This is an optimization exercise on Yosys and OpenROAD, whose aim is small area, a short achievable clock period and few clock cycles per item, not a production implementation. The RTL was checked by simulation tests, not by an equivalence proof against the original design.

==> flow/design.v <==
`timescale 1ns/1ns
`default_nettype none
module conv_top
(
    input  logic        clk,
    input  logic        rst,
    input  logic        start,
    input  logic [19:0] cfg_weight_base,
    input  logic [19:0] cfg_bias_base,
    input  logic [19:0] cfg_data_base,
    input  logic [19:0] cfg_result_base,
    input  logic [9:0]  cfg_rownum,
    input  logic [9:0]  cfg_columnnum,
    input  logic [9:0]  cfg_filternum,
    input  logic [7:0]  mem_rdata,
    output logic        mem_en,
    output logic        mem_we,
    output logic [19:0] mem_addr,
    output logic [7:0]  mem_wdata,
    output logic        conv_finish
);
    localparam logic [1:0] PH_LOAD  = 2'd0;
    localparam logic [1:0] PH_DATA  = 2'd1;
    localparam logic [1:0] PH_DRAIN = 2'd2;
    logic        busy;
    logic [1:0]  phase;
    logic [3:0]  tapcnt;       
    logic [19:0] wptr;
    logic [19:0] bptr;
    logic [19:0] rptr;
    logic [19:0] db;
    logic [19:0] cp;           
    logic [9:0]  nrows;
    logic [9:0]  ncols;
    logic [9:0]  rowcnt;       
    logic [9:0]  colcnt;       
    logic [9:0]  filtcnt;      
    logic [1:0]  wrow;         
    logic        rfirst;
    logic        cfirst;
    logic        en_q;
    logic        we_q;
    logic [19:0] addr_q;
    logic [7:0]  wdata_q;
    logic [6:0]  tg0, tg1, tg2;
    logic        t3_first, t3_initrow, t3_emit_a, t3_emit_b;
    logic        t4_emit_a, t4_emit_b;
    logic        t5_emit_b;
    logic        write_due;
    logic        rd_data;
    logic        rd_weight;
    logic        rd_bias;
    logic        rlast;
    logic        clast;
    logic        flast;
    logic        rd_first;
    logic        rd_last;
    logic        drained;
    logic [19:0] off;
    logic        off_cin;
    logic [19:0] data_addr;
    logic [19:0] ptr;
    logic [19:0] ptr_inc;
    logic [6:0]  tag_d;
    assign write_due = t4_emit_a || t5_emit_b;
    assign rd_data   = busy && !write_due && (phase == PH_DATA);
    assign rd_weight = busy && !write_due && (phase == PH_LOAD) && (tapcnt != 4'd9);
    assign rd_bias   = busy && !write_due && (phase == PH_LOAD) && (tapcnt == 4'd9);
    assign rlast     = (rowcnt == 10'd1);
    assign clast     = (colcnt == 10'd1);
    assign flast     = (filtcnt == 10'd1);
    assign rd_first  = (wrow == 2'd1);
    assign rd_last   = (wrow == 2'd2) || (wrow == 2'd0 && rlast)
                    || (wrow == 2'd1 && rfirst && rlast);
    assign drained   = (phase == PH_DRAIN) && (tapcnt == 4'd6);
    always_comb
    begin
        case (wrow)
            2'd0:    begin off = ~{10'd0, ncols}; off_cin = 1'b1; end
            2'd2:    begin off =  {10'd0, ncols}; off_cin = 1'b0; end
            default: begin off = 20'd0;           off_cin = !(rfirst && cfirst); end
        endcase
    end
    assign data_addr = cp + off + {19'd0, off_cin};
    assign ptr     = write_due ? rptr : ((tapcnt == 4'd9) ? bptr : wptr);
    assign ptr_inc = ptr + 20'd1;
    always_comb
    begin
        tag_d = 7'd0;
        if (rd_weight || rd_bias)
            tag_d = {1'b1, 2'd3, 4'd0};
        else if (rd_data)
            tag_d = {1'b1, wrow, rd_first, rd_first && cfirst,
                     rd_last && !cfirst, rd_last && clast};
    end
    always_ff @(posedge clk)
    begin
        if (rst)
        begin
            busy        <= 1'b0;
            phase       <= PH_LOAD;
            en_q        <= 1'b0;
            we_q        <= 1'b0;
            tg0         <= 7'd0;
            conv_finish <= 1'b0;
        end
        else
        begin
            tg0         <= tag_d;
            en_q        <= busy && (write_due || phase == PH_LOAD || phase == PH_DATA);
            we_q        <= busy && write_due;
            conv_finish <= busy && drained;
            if (!busy)
            begin
                if (start)
                begin
                    busy  <= 1'b1;
                    phase <= PH_LOAD;
                end
            end
            else if (drained)
                busy <= 1'b0;
            if (rd_bias)
                phase <= PH_DATA;
            if (rd_data && rd_last && clast && rlast)
                phase <= flast ? PH_DRAIN : PH_LOAD;
        end
    end
    always_ff @(posedge clk)
        addr_q <= rd_data ? data_addr : ptr;
    always_ff @(posedge clk)
    begin
        if (!busy)
        begin
            wptr    <= cfg_weight_base;
            bptr    <= cfg_bias_base;
            db      <= cfg_data_base;
            rptr    <= cfg_result_base;
            nrows   <= cfg_rownum;
            ncols   <= cfg_columnnum;
            filtcnt <= cfg_filternum;
            tapcnt  <= 4'd0;
        end
        else
        begin
            if (write_due)
                rptr <= ptr_inc;
            if (rd_weight)
            begin
                wptr   <= ptr_inc;
                tapcnt <= tapcnt + 4'd1;
            end
            if (rd_bias)
            begin
                bptr   <= ptr_inc;
                tapcnt <= 4'd0;
                cp     <= db;
                rowcnt <= nrows;
                colcnt <= ncols;
                rfirst <= 1'b1;
                cfirst <= 1'b1;
                wrow   <= 2'd1;
            end
            if (phase == PH_DRAIN)
                tapcnt <= tapcnt + 4'd1;
            if (rd_data)
            begin
                if (wrow == 2'd1)
                    cp <= data_addr;
                if (!rd_last)
                    wrow <= (wrow == 2'd1 && !rfirst) ? 2'd0 : 2'd2;
                else
                begin
                    wrow   <= 2'd1;
                    cfirst <= 1'b0;
                    colcnt <= colcnt - 10'd1;
                    if (clast)
                    begin
                        colcnt <= ncols;
                        cfirst <= 1'b1;
                        rowcnt <= rowcnt - 10'd1;
                        rfirst <= 1'b0;
                        if (rlast)
                            filtcnt <= filtcnt - 10'd1;
                    end
                end
            end
        end
    end
    assign mem_en    = en_q;
    assign mem_we    = we_q;
    assign mem_addr  = addr_q;
    assign mem_wdata = wdata_q;
    always_ff @(posedge clk)
    begin
        if (rst)
        begin
            tg1       <= 7'd0;
            tg2       <= 7'd0;
            t3_first  <= 1'b0;
            t3_emit_a <= 1'b0;
            t3_emit_b <= 1'b0;
            t4_emit_a <= 1'b0;
            t4_emit_b <= 1'b0;
            t5_emit_b <= 1'b0;
        end
        else
        begin
            tg1       <= tg0;
            tg2       <= tg1;
            t3_first  <= tg2[6] && (tg2[5:4] != 2'd3) && tg2[3];
            t3_emit_a <= tg2[6] && tg2[1];
            t3_emit_b <= tg2[6] && tg2[0];
            t4_emit_a <= t3_emit_a;
            t4_emit_b <= t3_emit_b;
            t5_emit_b <= t4_emit_b;
        end
    end
    always_ff @(posedge clk)
        t3_initrow <= tg2[2];
    function automatic logic [37:0] mac(input logic [18:0] acc_s,
                                        input logic [18:0] acc_c,
                                        input logic [3:0]  one,
                                        input logic [3:0]  two,
                                        input logic [3:0]  neg,
                                        input logic [7:0]  w);
        logic [8:0]      mag;
        logic [3:0][8:0] pp;
        logic [18:0]     r0, r1, r2, r3, rk;
        logic [18:0]     s1, c1, s2, c2, s3, c3, s4, c4, s5, c5;
        for (int k = 0; k < 4; k++)
        begin
            mag   = one[k] ? {w[7], w} : (two[k] ? {w, 1'b0} : 9'd0);
            pp[k] = neg[k] ? ~mag : mag;
        end
        r0 = {10'd0, ~pp[0][8], pp[0][7:0]};
        r1 = { 8'd0, ~pp[1][8], pp[1][7:0], 1'b0, neg[0]};
        r2 = { 6'd0, ~pp[2][8], pp[2][7:0], 1'b0, neg[1], 2'd0};
        r3 = { 4'd0, ~pp[3][8], pp[3][7:0], 1'b0, neg[2], 4'd0};
        rk = 19'h7AB00 | {12'd0, neg[3], 6'd0};
        s1 = r0 ^ r1 ^ r2;
        c1 = ((r0 & r1) | (r0 & r2) | (r1 & r2)) << 1;
        s2 = r3 ^ rk ^ acc_c;
        c2 = ((r3 & rk) | (r3 & acc_c) | (rk & acc_c)) << 1;
        s3 = s1 ^ c1 ^ s2;
        c3 = ((s1 & c1) | (s1 & s2) | (c1 & s2)) << 1;
        s4 = s3 ^ c3 ^ c2;
        c4 = ((s3 & c3) | (s3 & c2) | (c3 & c2)) << 1;
        s5 = s4 ^ c4 ^ acc_s;
        c5 = ((s4 & c4) | (s4 & acc_s) | (c4 & acc_s)) << 1;
        mac = {c5, s5};
    endfunction
    logic [9:0][7:0]    wreg;          
    logic               in_data;
    logic [8:0]         xe;
    logic [3:0]         b_one, b_two, b_neg;
    logic [7:0]         w_a, w_b, w_d;
    logic [18:0]        a_s, a_c, b_s, b_c, d_s, d_c;
    logic [18:0]        src_as, src_ac, src_bs, src_bc, src_ds, src_dc;
    logic [18:0]        bias_x;
    logic [18:0]        a_sum;
    logic [7:0]         sat_a;
    always_ff @(posedge clk)
    begin
        if (tg2[6] && tg2[5:4] == 2'd3)
        begin
            for (int k = 0; k < 9; k++)
                wreg[k] <= wreg[k+1];
            wreg[9] <= mem_rdata;
        end
    end
    assign in_data = tg2[6] && (tg2[5:4] != 2'd3);
    assign xe      = {mem_rdata, 1'b0};
    always_ff @(posedge clk)
    begin
        for (int k = 0; k < 4; k++)
        begin
            b_one[k] <= in_data && (xe[2*k+1] ^ xe[2*k]);
            b_two[k] <= in_data && ((xe[2*k+2] && !xe[2*k+1] && !xe[2*k])
                                 || (!xe[2*k+2] && xe[2*k+1] && xe[2*k]));
            b_neg[k] <= in_data && xe[2*k+2];
        end
        case (tg2[5:4])
            2'd0:    begin w_d <= wreg[0]; w_b <= wreg[1]; w_a <= wreg[2]; end
            2'd1:    begin w_d <= wreg[3]; w_b <= wreg[4]; w_a <= wreg[5]; end
            default: begin w_d <= wreg[6]; w_b <= wreg[7]; w_a <= wreg[8]; end
        endcase
        if (t3_emit_b)
            w_a <= 8'd0;
    end
    assign bias_x = {{11{wreg[9][7]}}, wreg[9]};
    always_comb
    begin
        if (t3_first || t4_emit_b)
        begin
            src_as = b_s;
            src_ac = b_c;
        end
        else
        begin
            src_as = a_s;
            src_ac = a_c;
        end
        if (!t3_first)
        begin
            src_bs = b_s;
            src_bc = b_c;
        end
        else if (t3_initrow)
        begin
            src_bs = bias_x;
            src_bc = 19'd0;
        end
        else
        begin
            src_bs = d_s;
            src_bc = d_c;
        end
        if (t3_first)
        begin
            src_ds = bias_x;
            src_dc = 19'd0;
        end
        else
        begin
            src_ds = d_s;
            src_dc = d_c;
        end
    end
    always_ff @(posedge clk)
    begin
        {a_c, a_s} <= mac(src_as, src_ac, b_one, b_two, b_neg, w_a);
        {b_c, b_s} <= mac(src_bs, src_bc, b_one, b_two, b_neg, w_b);
        {d_c, d_s} <= mac(src_ds, src_dc, b_one, b_two, b_neg, w_d);
    end
    assign a_sum = a_s + a_c;
    assign sat_a = a_sum[18] ? 8'd0 : ((|a_sum[17:11]) ? 8'd127 : {1'b0, a_sum[10:4]});
    always_ff @(posedge clk)
        wdata_q <= sat_a;
endmodule
`default_nettype wire
export LEC_CHECK = 0
export CAP_MARGIN = 20
export CORE_MARGIN = 2
export CORE_UTILIZATION = 60
export CTS_CLUSTER_DIAMETER = 80
export CTS_CLUSTER_SIZE = 24
export SLEW_MARGIN = 20
create_clock -name core_clock -period 11.5 [get_ports {clk}]
standard.sh (not shown) runs the stock make flow with config.mk's settings and CLKGATE_MAP_FILE= SYNTH_SCRIPT=/design/flow/synth_recipe.tcl, a recipe that flattens the netlist after the stock synthesis.
==> flow/flow/run.sh <==
#!/bin/bash
# The standard layout (the standard.sh, unchanged synthesis and steps),
# with the timing repair aiming at a setup slack of SETUP_SLACK_MARGIN ns
# instead of 0, so that it sizes and buffers the paths for a shorter period,
# and the smallest buffer on the ports (timing repair upsizes those that
# need it). The clock period and every constraint stay the design's.
set -euo pipefail
export SETUP_SLACK_MARGIN=${SETUP_SLACK_MARGIN:-8}
export BUFFER_PORTS_ARGS="-buffer_cell sky130_fd_sc_hd__buf_1"
bash standard.sh > standard.log 2>&1
Testbench counts at the start, summed over its fixed seeds: cycles 42,564, results 10,859.
==> next run, changes <==
--- a/flow/design.v
+++ b/flow/design.v
@@ -42,7 +42,9 @@
     logic        we_q;
     logic [19:0] addr_q;
     logic [7:0]  wdata_q;
-    logic [6:0]  tg0, tg1, tg2;
+    logic        tv0, tv1, tv2;
+    logic [2:0]  tp0, tp1, tp2;
+    logic [1:0]  te0, te1, te2;
     logic        t3_first, t3_initrow, t3_emit_a, t3_emit_b;
     logic        t4_emit_a, t4_emit_b;
     logic        t5_emit_b;
@@ -61,7 +63,7 @@
     logic [19:0] data_addr;
     logic [19:0] ptr;
     logic [19:0] ptr_inc;
-    logic [6:0]  tag_d;
+    logic [5:0]  tag_d;
     assign write_due = t4_emit_a || t5_emit_b;
     assign rd_data   = busy && !write_due && (phase == PH_DATA);
     assign rd_weight = busy && !write_due && (phase == PH_LOAD) && (tapcnt != 4'd9);
@@ -86,11 +88,11 @@
     assign ptr_inc = ptr + 20'd1;
     always_comb
     begin
-        tag_d = 7'd0;
+        tag_d = 6'd0;
         if (rd_weight || rd_bias)
-            tag_d = {1'b1, 2'd3, 4'd0};
+            tag_d = {1'b1, 2'd3, 3'd0};
         else if (rd_data)
-            tag_d = {1'b1, wrow, rd_first, rd_first && cfirst,
+            tag_d = {1'b1, wrow, rd_first && cfirst,
                      rd_last && !cfirst, rd_last && clast};
     end
     always_ff @(posedge clk)
@@ -101,12 +103,14 @@
             phase       <= PH_LOAD;
             en_q        <= 1'b0;
             we_q        <= 1'b0;
-            tg0         <= 7'd0;
+            tv0         <= 1'b0;
+            te0         <= 2'd0;
             conv_finish <= 1'b0;
         end
         else
         begin
-            tg0         <= tag_d;
+            tv0         <= tag_d[5];
+            te0         <= tag_d[1:0];
             en_q        <= busy && (write_due || phase == PH_LOAD || phase == PH_DATA);
             we_q        <= busy && write_due;
             conv_finish <= busy && drained;
@@ -195,8 +199,10 @@
     begin
         if (rst)
         begin
-            tg1       <= 7'd0;
-            tg2       <= 7'd0;
+            tv1       <= 1'b0;
+            te1       <= 2'd0;
+            tv2       <= 1'b0;
+            te2       <= 2'd0;
             t3_first  <= 1'b0;
             t3_emit_a <= 1'b0;
             t3_emit_b <= 1'b0;
@@ -206,18 +212,25 @@
         end
         else
         begin
-            tg1       <= tg0;
-            tg2       <= tg1;
-            t3_first  <= tg2[6] && (tg2[5:4] != 2'd3) && tg2[3];
-            t3_emit_a <= tg2[6] && tg2[1];
-            t3_emit_b <= tg2[6] && tg2[0];
+            tv1       <= tv0;
+            te1       <= te0;
+            tv2       <= tv1;
+            te2       <= te1;
+            t3_first  <= tv2 && (tp2[2:1] == 2'd1);
+            t3_emit_a <= tv2 && te2[1];
+            t3_emit_b <= tv2 && te2[0];
             t4_emit_a <= t3_emit_a;
             t4_emit_b <= t3_emit_b;
             t5_emit_b <= t4_emit_b;
         end
     end
     always_ff @(posedge clk)
-        t3_initrow <= tg2[2];
+    begin
+        tp0        <= tag_d[4:2];
+        tp1        <= tp0;
+        tp2        <= tp1;
+        t3_initrow <= tp2[0];
+    end
     function automatic logic [37:0] mac(input logic [18:0] acc_s,
                                         input logic [18:0] acc_c,
                                         input logic [3:0]  one,
@@ -262,14 +275,14 @@
     logic [7:0]         sat_a;
     always_ff @(posedge clk)
     begin
-        if (tg2[6] && tg2[5:4] == 2'd3)
+        if (tv2 && tp2[2:1] == 2'd3)
         begin
             for (int k = 0; k < 9; k++)
                 wreg[k] <= wreg[k+1];
             wreg[9] <= mem_rdata;
         end
     end
-    assign in_data = tg2[6] && (tg2[5:4] != 2'd3);
+    assign in_data = tv2 && (tp2[2:1] != 2'd3);
     assign xe      = {mem_rdata, 1'b0};
     always_ff @(posedge clk)
     begin
@@ -280,7 +293,7 @@
                                  || (!xe[2*k+2] && xe[2*k+1] && xe[2*k]));
             b_neg[k] <= in_data && xe[2*k+2];
         end
-        case (tg2[5:4])
+        case (tp2[2:1])
             2'd0:    begin w_d <= wreg[0]; w_b <= wreg[1]; w_a <= wreg[2]; end
             2'd1:    begin w_d <= wreg[3]; w_b <= wreg[4]; w_a <= wreg[5]; end
             default: begin w_d <= wreg[6]; w_b <= wreg[7]; w_a <= wreg[8]; end
Global-route usage shrinks by 0.66 points. Clock skew increases by 0.0085 ns. First-iteration DRC count went down by about 6%. Die area is lower by 1.4%. Core utilization rose by 0.31 points.
Testbench counts after the change, summed over its fixed seeds: cycles 42,564, results 10,859.

[port drivers added, routing unchanged]
How much do the figures lean on ideal ports? The routed layouts below were timed once more, with nothing changed but the port constraints. Step 1 sets driving cells, clkbuf_16 on the clock port and buf_2 on the other inputs (assumed; they add their load-dependent delay and slew). Step 2 also shifts input and output timing later by t, the mid clock arrival at the registers, as if the neighbouring blocks saw the same clock. Slacks: ideal ports / drivers / drivers and shift; pairs: ideal ports / drivers.
| run | shift t [ns] | slack for setup (ns) | slew at the worst register clock pin (ns) |
|---|---|---|---|
| the first run | 0.647 | 8.062 / 8.007 / 7.789 | 0.10 / 0.10 |
| the second run | 0.640 | 8.052 / 7.993 / 8.139 | 0.10 / 0.10 |
After both steps every run listed still meets setup and hold. The setup slack of the first run, which loses most, moves by -0.055 ns with the drivers and by -0.273 ns with both steps.
